This is an optimization exercise on Yosys and OpenROAD, whose aim is small area and a short achievable clock period, not a production implementation.
Function was checked by simulation only, so behaviour that the tests miss may differ from the original.
Power and IR drop assume default switching activity.

==> design.v <==
`default_nettype none
package rvMemPkg;
    localparam int xlen = 64;
    localparam int maskWidth = xlen / 8;
    typedef logic [2:0] widthCode;
    localparam widthCode lb  = 3'b000;
    localparam widthCode lh  = 3'b001;
    localparam widthCode lw  = 3'b010;
    localparam widthCode ld  = 3'b011;
    localparam widthCode lbu = 3'b100;
    localparam widthCode lhu = 3'b101;
    localparam widthCode lwu = 3'b110;
    typedef union packed {
        logic [xlen-1:0] dword;
        logic [1:0][31:0] word;
        logic [3:0][15:0] half;
        logic [7:0][7:0] bytes;
    } memWord;
endpackage
`default_nettype wire
`default_nettype none
package platformPkg;
    localparam logic [63:0] mtimecmpAddr = 64'h0000_0000_0200_4000;
    localparam logic [63:0] mtimeAddr = 64'h0000_0000_0200_bff8;
    localparam logic [63:0] mtimecmpReset = '1;
endpackage
`default_nettype wire
`timescale 1ns/1ps
`default_nettype none
module accessControl (
    input  logic clk,
    input  logic arstN,
    input  logic reqValid,
    input  logic reqWrite,
    input  rvMemPkg::widthCode reqWidth,
    input  logic [rvMemPkg::xlen-1:0] reqAddr,
    input  logic [rvMemPkg::xlen-1:0] reqWdata,
    input  logic memStall,
    output logic busy,
    output logic done,
    output logic weMem,
    output logic reMem,
    output logic heldWrite,
    output rvMemPkg::widthCode heldWidth,
    output logic [rvMemPkg::xlen-1:0] heldAddr,
    output logic [rvMemPkg::xlen-1:0] heldWdata,
    output logic captureLoad,
    output logic timerWrite
);
    typedef enum logic [1:0] {
        stateIdle,
        stateAccess,
        stateDone
    } ctrlState;
    ctrlState state;
    ctrlState stateNext;
    logic accept;
    logic isTimer;
    logic accessEnd;
    assign accept = reqValid && (state == stateIdle);
    always_ff @(posedge clk) begin
        if (accept) begin
            heldWrite <= reqWrite;
            heldWidth <= reqWidth;
            heldAddr <= reqAddr;
            heldWdata <= reqWdata;
        end
    end
    assign isTimer = (heldAddr == platformPkg::mtimeAddr) ||
                     (heldAddr == platformPkg::mtimecmpAddr);
    assign accessEnd = isTimer || !memStall;
    always_comb begin
        stateNext = state;
        case (state)
            stateIdle: begin
                if (accept) begin
                    stateNext = stateAccess;
                end
            end
            stateAccess: begin
                if (accessEnd) begin
                    stateNext = stateDone;
                end
            end
            default: begin
                stateNext = stateIdle;
            end
        endcase
    end
    always_ff @(posedge clk or negedge arstN) begin
        if (!arstN) begin
            state <= stateIdle;
        end else begin
            state <= stateNext;
        end
    end
    assign busy = (state != stateIdle);
    assign done = (state == stateDone);
    assign weMem = (state == stateAccess) && !isTimer && heldWrite;
    assign reMem = (state == stateAccess) && !isTimer && !heldWrite;
    assign captureLoad = (state == stateAccess) && !heldWrite && accessEnd;
    assign timerWrite = (state == stateAccess) && heldWrite && isTimer;
endmodule
`default_nettype wire
`timescale 1ns/1ps
`default_nettype none
module storeFormatter (
    input  logic heldWrite,
    input  rvMemPkg::widthCode heldWidth,
    input  logic [rvMemPkg::xlen-1:0] heldAddr,
    input  logic [rvMemPkg::xlen-1:0] heldWdata,
    input  logic captureLoad,
    input  logic timerWrite,
    output logic [rvMemPkg::xlen-1:0] wdataMem,
    output logic [rvMemPkg::maskWidth-1:0] wmaskMem
);
    rvMemPkg::memWord lanes;
    logic [2:0] offset;
    assign offset = heldAddr[2:0];
    always_comb begin
        lanes = '0;
        wmaskMem = '0;
        case (heldWidth)
            rvMemPkg::lb, rvMemPkg::lbu: begin
                lanes.bytes[offset] = heldWdata[7:0];
                wmaskMem[offset] = 1'b1;
            end
            rvMemPkg::lh, rvMemPkg::lhu: begin
                lanes.half[offset[2:1]] = heldWdata[15:0];
                wmaskMem[{offset[2:1], 1'b0} +: 2] = 2'b11;
            end
            rvMemPkg::lw, rvMemPkg::lwu: begin
                lanes.word[offset[2]] = heldWdata[31:0];
                wmaskMem[{offset[2], 2'b00} +: 4] = 4'hf;
            end
            default: begin
                lanes.dword = heldWdata;
                wmaskMem = '1;
            end
        endcase
        wdataMem = lanes;
    end
endmodule
`default_nettype wire
`timescale 1ns/1ps
`default_nettype none
module loadAligner (
    input  logic clk,
    input  logic arstN,
    input  logic heldWrite,
    input  rvMemPkg::widthCode heldWidth,
    input  logic [rvMemPkg::xlen-1:0] heldAddr,
    input  logic [rvMemPkg::xlen-1:0] heldWdata,
    input  logic captureLoad,
    input  logic timerWrite,
    input  logic [rvMemPkg::xlen-1:0] rdataMem,
    input  logic [rvMemPkg::xlen-1:0] timerData,
    output logic [rvMemPkg::xlen-1:0] rdData
);
    localparam int xlen = rvMemPkg::xlen;
    rvMemPkg::memWord src;
    logic [2:0] offset;
    logic isTimer;
    logic [xlen-1:0] loadValue;
    logic [7:0] byteLane;
    logic [15:0] halfLane;
    logic [31:0] wordLane;
    assign isTimer = (heldAddr == platformPkg::mtimeAddr) ||
                     (heldAddr == platformPkg::mtimecmpAddr);
    assign src = isTimer ? timerData : rdataMem;
    assign offset = heldAddr[2:0];
    assign byteLane = src.bytes[offset];
    assign halfLane = src.half[offset[2:1]];
    assign wordLane = src.word[offset[2]];
    always_comb begin
        case (heldWidth)
            rvMemPkg::lb: begin
                loadValue = {{(xlen-8){byteLane[7]}}, byteLane};
            end
            rvMemPkg::lbu: begin
                loadValue = {{(xlen-8){1'b0}}, byteLane};
            end
            rvMemPkg::lh: begin
                loadValue = {{(xlen-16){halfLane[15]}}, halfLane};
            end
            rvMemPkg::lhu: begin
                loadValue = {{(xlen-16){1'b0}}, halfLane};
            end
            rvMemPkg::lw: begin
                loadValue = {{(xlen-32){wordLane[31]}}, wordLane};
            end
            rvMemPkg::lwu: begin
                loadValue = {{(xlen-32){1'b0}}, wordLane};
            end
            default: begin
                loadValue = src.dword;
            end
        endcase
    end
    always_ff @(posedge clk or negedge arstN) begin
        if (!arstN) begin
            rdData <= '0;
        end else if (captureLoad) begin
            rdData <= loadValue;
        end
    end
endmodule
`default_nettype wire
`timescale 1ns/1ps
`default_nettype none
module mmioTimer #(
    parameter int unsigned TimerStep = 1
) (
    input  logic clk,
    input  logic arstN,
    input  logic heldWrite,
    input  rvMemPkg::widthCode heldWidth,
    input  logic [rvMemPkg::xlen-1:0] heldAddr,
    input  logic [rvMemPkg::xlen-1:0] heldWdata,
    input  logic captureLoad,
    input  logic timerWrite,
    output logic [rvMemPkg::xlen-1:0] timerData,
    output logic timerIrq
);
    localparam int xlen = rvMemPkg::xlen;
    logic [xlen-1:0] mtime;
    logic [xlen-1:0] mtimecmp;
    logic hitMtime;
    logic hitMtimecmp;
    assign hitMtime = (heldAddr == platformPkg::mtimeAddr);
    assign hitMtimecmp = (heldAddr == platformPkg::mtimecmpAddr);
    always_ff @(posedge clk or negedge arstN) begin
        if (!arstN) begin
            mtime <= '0;
        end else if (timerWrite && hitMtime) begin
            mtime <= heldWdata;
        end else begin
            mtime <= mtime + xlen'(TimerStep);
        end
    end
    always_ff @(posedge clk or negedge arstN) begin
        if (!arstN) begin
            mtimecmp <= platformPkg::mtimecmpReset;
        end else if (timerWrite && hitMtimecmp) begin
            mtimecmp <= heldWdata;
        end
    end
    assign timerData = hitMtimecmp ? mtimecmp : mtime;
    assign timerIrq = (mtime >= mtimecmp);
endmodule
`default_nettype wire
`timescale 1ns/1ps
`default_nettype none
module loadStoreUnit #(
    parameter int unsigned TimerStep = 1
) (
    input  logic clk,
    input  logic arstN,
    input  logic reqValid,
    input  logic reqWrite,
    input  rvMemPkg::widthCode reqWidth,
    input  logic [rvMemPkg::xlen-1:0] reqAddr,
    input  logic [rvMemPkg::xlen-1:0] reqWdata,
    input  logic [rvMemPkg::xlen-1:0] rdataMem,
    input  logic memStall,
    output logic busy,
    output logic done,
    output logic [rvMemPkg::xlen-1:0] rdData,
    output logic [rvMemPkg::xlen-1:0] address,
    output logic weMem,
    output logic reMem,
    output logic [rvMemPkg::xlen-1:0] wdataMem,
    output logic [rvMemPkg::maskWidth-1:0] wmaskMem,
    output logic timerIrq
);
    logic heldWrite;
    rvMemPkg::widthCode heldWidth;
    logic [rvMemPkg::xlen-1:0] heldAddr;
    logic [rvMemPkg::xlen-1:0] heldWdata;
    logic captureLoad;
    logic timerWrite;
    logic [rvMemPkg::xlen-1:0] timerData;
    accessControl uAccessControl (
        .clk(clk),
        .arstN(arstN),
        .reqValid(reqValid),
        .reqWrite(reqWrite),
        .reqWidth(reqWidth),
        .reqAddr(reqAddr),
        .reqWdata(reqWdata),
        .memStall(memStall),
        .busy(busy),
        .done(done),
        .weMem(weMem),
        .reMem(reMem),
        .heldWrite(heldWrite),
        .heldWidth(heldWidth),
        .heldAddr(heldAddr),
        .heldWdata(heldWdata),
        .captureLoad(captureLoad),
        .timerWrite(timerWrite)
    );
    storeFormatter uStoreFormatter (
        .heldWrite(heldWrite),
        .heldWidth(heldWidth),
        .heldAddr(heldAddr),
        .heldWdata(heldWdata),
        .captureLoad(captureLoad),
        .timerWrite(timerWrite),
        .wdataMem(wdataMem),
        .wmaskMem(wmaskMem)
    );
    loadAligner uLoadAligner (
        .clk(clk),
        .arstN(arstN),
        .heldWrite(heldWrite),
        .heldWidth(heldWidth),
        .heldAddr(heldAddr),
        .heldWdata(heldWdata),
        .captureLoad(captureLoad),
        .timerWrite(timerWrite),
        .rdataMem(rdataMem),
        .timerData(timerData),
        .rdData(rdData)
    );
    mmioTimer #(
        .TimerStep(TimerStep)
    ) uMmioTimer (
        .clk(clk),
        .arstN(arstN),
        .heldWrite(heldWrite),
        .heldWidth(heldWidth),
        .heldAddr(heldAddr),
        .heldWdata(heldWdata),
        .captureLoad(captureLoad),
        .timerWrite(timerWrite),
        .timerData(timerData),
        .timerIrq(timerIrq)
    );
    assign address = heldAddr;
endmodule
`default_nettype wire
==> run.sh <==
#!/bin/bash
# synth_recipe.tcl (not shown) runs the flow's synth.tcl, then flattens the netlist and writes it again
# the make line also repeats each setting of config.mk as NAME=value (left out here)
make -C /OpenROAD-flow-scripts/flow DESIGN_CONFIG=/design/flow/config.mk WORK_HOME=/design/flow/orfs CLKGATE_MAP_FILE= SYNTH_SCRIPT=/design/flow/synth_recipe.tcl finish
==> config.mk <==
export PLATFORM = sky130hd
export DESIGN_NAME = loadStoreUnit
export DESIGN_NICKNAME = loadStoreUnit
export VERILOG_FILES = /design/flow/design.v
export SDC_FILE = /design/flow/constraint.sdc
export NUM_CORES = 4
export LEC_CHECK = 0
export CAP_MARGIN = 20
export CORE_MARGIN = 2
export CORE_UTILIZATION = 40
export SLEW_MARGIN = 20
==> constraint.sdc <==
create_clock -name core_clock -period 4.1 [get_ports {clk}]
set_input_delay 0.8200 -clock core_clock [delete_from_list [all_inputs] [get_ports {clk}]]
set_output_delay 0.8200 -clock core_clock [all_outputs]
set_load 0.01 [all_outputs]
==> results.txt <==
## layer usage
metal,part of all wire [%],vias up
met5,0,-
li1,-,7724
met1,43,8349
met4,3.7,0
met3,7.2,158
met2,46,864
## stage by stage
stage | hold WS, ns | setup slack, ns | area (µm²) | instances | power (µW)
final | 0.273 | 0.0709 | 25100 | 2972 | 11200
after global routing | 0.319 | -0.0469 | 25100 | 2971 | 11600
after CTS | 0.282 | -0.0952 | 24900 | 2970 | 11200
after detailed placement | 0.474 | -0.203 | 23500 | 2895 | 7480
after global placement | 0.463 | -0.131 | 23500 | 2895 | 7460
after floorplan | 0.480 | 0.0514 | 17800 | 1867 | 5500
## worst reg2reg max path: stages (launching register included)
cell	delay [ns]
edfxtp_1	0.39
inv_1	0.10
ha_2	0.22
nor4b_4	0.21
nand4_1	0.20
or4_4	0.57
buf_4	0.18
nor2_1	0.29
buf_4	0.24
nand2_1	0.07
a31oi_1	0.66
a22oi_1	0.16
a31oi_1	0.38
a21o_1	0.13
## area by class of cell
cell class | instances | share of cell area, %
Inverter | 89 | 1.33
Clock buffer | 50 | 4.43
Sequential cell | 326 | 35.4
Tap cell | 592 | 2.95
Timing Repair Buffer | 553 | 21.5
Antenna cell | 1 | 0.00996
Multi-Input combinational cell | 1337 | 33.3
Clock inverter | 24 | 1.03
## cells by family after synthesis
group	share of synthesized area (%)
adder cells (fa/ha/maj)	5.21
AO/OA/AOI/OAI	19.3
multiplexers	1.57
flip-flops	50.1
AND/OR/NAND/NOR	16.4
buffers and inverters	4.43
XOR/XNOR	3.06
## state kept, by name (all words and copies together), names as in the netlist
| name | flops |
|---|---|
| uAccessControl.heldAddr | 64 |
| uAccessControl.heldWdata | 64 |
| uAccessControl.heldWidth | 3 |
| uAccessControl.heldWrite | 1 |
| uAccessControl.state | 2 |
| uLoadAligner.rdData | 64 |
| uMmioTimer.mtime | 64 |
| uMmioTimer.mtimecmp | 64 |
## power by group
group | switching, µW | internal [µW] | total (µW)
logic | 1500 | 1570 | 3070
clock network | 1460 | 2240 | 3710
registers | 443 | 3970 | 4410
total | 3410 | 7780 | 11200
## final timing paths
| check | startpoint | endpoint | slack, ns | cells after the start |
|---|---|---|---|---|
| max in group asynchronous | arstN | uMmioTimer.mtimecmp[26] | 2.71 | 2 |
| hold reg to reg | uLoadAligner.rdData[1] | uLoadAligner.rdData[1] | 0.49 | 2 |
| setup reg to reg | uAccessControl.heldAddr[0] | uLoadAligner.rdData[0] | 0.23 | 13 |
| hold / removal | arstN | uLoadAligner.rdData[58] | 0.27 | 1 |
| min in group core_clock | uLoadAligner.rdData[1] | uLoadAligner.rdData[1] | 0.49 | 2 |
| setup / recovery | uAccessControl.heldAddr[2] | wdataMem[29] | 0.07 | 7 |
## synth_stat cells, drive strengths merged, types with 4 or more instances
master / number
ha: 74
nor4b: 4
nor3: 28
mux2: 9
a31o: 4
a21oi: 198
nand2: 223
a222oi: 8
or3: 10
nor4: 18
nand3: 54
o21ai: 107
a2111oi: 4
nand2b: 10
nand4: 28
mux4: 6
buf: 24
o221a: 16
o221ai: 12
dfrtp: 130
and2: 13
nor2: 209
a22o: 19
o22ai: 26
a22oi: 19
a221o: 12
edfxtp: 132
a21o: 33
dfstp: 64
and3: 16
a31oi: 31
a211oi: 12
inv: 88
a211o: 16
clkbuf: 91
or2: 9
nor2b: 11
a32oi: 5
xnor2: 27
xor2: 35
## repair_timing
item,in CTS,in global routing
cloned,0,0
setup endpoints to repair,100,71
hold buffers,0,0
buffers inserted,2,1
pin swaps,8,18
resized for setup,35,37
==> impl_results.md <==
* Top cells by area, synth: edfxtp_1, dfrtp_1, dfstp_2
* Top_reg_cell synth: edfxtp_1
* Crit Path Class: register to primary output
* Initial antenna violation count at 0
* Critical Path End Type: primary output
* Antenna viol nets, final at 0
* Avg Inst Size Synth at between 9 and 10 µm²
* Ys async rst share at around three fifths
* VDD IR max at roughly 0.37 mV
* Via density at 5.75
* Setup Skew at approximately 0.024 ns
* First-pass GRT wire length at between 100 and 150 mm
* Leading area contributor after synthesis: edfxtp_1
* Starting Density at between 40% and 50%
* Met2 Use GR at 52.5%
* Cell Pwr Density at ~450 nW/µm²
* Reg area at around 9000 µm²
* Clock tree buffer depth at 3
* M1 GR Usage at 45.1%
* Fillers at just under 4,000
* Area of the multi-input gates at between 8000 and 9000 µm²
* Setup tns final at 0 ns
* Peak Freq at between 200 and 250 MHz
* Lkg Pwr at 0.00995 µW
* Seq/Total Area, Yosys at between 50% and 60%
* Pre-Repair DR Iteration Count at 6
* Status: no timing/DRC/antenna violations
* # setup viols final at 0
* Fin crit share at roughly 100%
* Final nets at 2,621
* Root Driver: clkbuf_16
* Total Routing Usage GR at 32.7%
* Flops & latches, synth at 326
* Max-cap violations at 0
* Commonest non-fill, non-tap cell in the layout: clkdlybuf4s50_1
* RSZ-0062 raised after global routing: yes
* Synth top area share at between 20% and 30%
* Worst skew pair latency at just under 0.6 ns
* Final HPWL from detailed placement at a little over 60 mm
* Final core area utilization at a little under three fifths
* DRT iter0 DRCs at approximately 1,900
* GR peak layer: met2
* Met3 usage in global routing at 5.24%
* Fin. Hold Viols at 0
* Sink Count at 326
* CP peak stage delay at 0.52 ns
* Num ports at between 400 and 500
* GRT overflow at 0
* Die width at between 200 and 250 µm
* Crit path required time at around 3.3 ns
* WL per Instance at between 20 and 30 µm
* CP startpoint kind: register
* CP bufs+invs at 3
* Via count at around 17,000
* Critical Path AT at approximately 3.2 ns
* Row cnt at between 70 and 80
* Most used cell, CP: buf_4
* Hold Crit Class: primary input to async pin
* Htree depth at 2
* Fin. max-slew vios at 0
* Top delay family on crit path: buffers and inverters
* Port Buffers at ~400
* CTS tree: yes
* Yosys Warn Count at 4
* Layout cells sized above 1 at between 10% and 20%
* Syn Inst Count at 1,867
* # DRC at 0
* Worst-path cell chain: buf_4 -> nand2b_1 -> and2_1 -> buf_4 -> a22oi_1 -> o21ai_0 -> clkdlybuf4s50_1
* CTS Buf Count at 40
* Largest net degree at the start of global routing at 76
* Netlist Area Pre-Place at around 18,000 µm²
* Synth unique cells at 70
* Crit-path slowest cell: clkdlybuf4s50_1
* Vias in the first global route at about 17,000
* Worst-Margin Slew at between 0.8 and 0.9 ns
* Routed Wire Length at between 70 and 80 mm
* P&R area growth vs syn at 41.5%
* GP Congestion at 0.971
* Critical path fanouts, max at 32
* Relative slew slack at between 40 and 50%
* Worst-path clk slew at around 0.050 ns
* Post-synth EDFFs at 132
* Die Span Y at around 210 µm
* Die area at around 46,000 µm²
* Core Area at 44,000 µm²
* Most frequent cells in the layout: clkdlybuf4s50_1, nand2_1, nor2_1
* Synthesized net count at approximately 2,100
* Final Critical Period at roughly 4 ns

## separate check: timing with driven ports
Ports are ideal in the flow. The routed layout listed here was re-timed in OpenROAD. Step 1 sets driving cells, clkbuf_16 on the clock port and buf_2 on the other inputs (assumed; they add their load-dependent delay and slew). Step 2 also shifts input and output timing later by t, the mid clock arrival at the registers, as if the neighbouring blocks saw the same clock. Three values: ideal ports, drivers, drivers and shift; two values: the first two.
shift t [ns]: 0.622
slack for setup (ns): 0.071 / 0.015 / 0.230
worst setup path at the end: register to register
worst register clock-pin slew, ns: 0.06 / 0.06
worst slew at a driven data input, ns: 0.06
After both steps this run still meets setup and hold. The setup slack of this run moves by -0.056 ns with the drivers and by +0.159 ns with both steps.
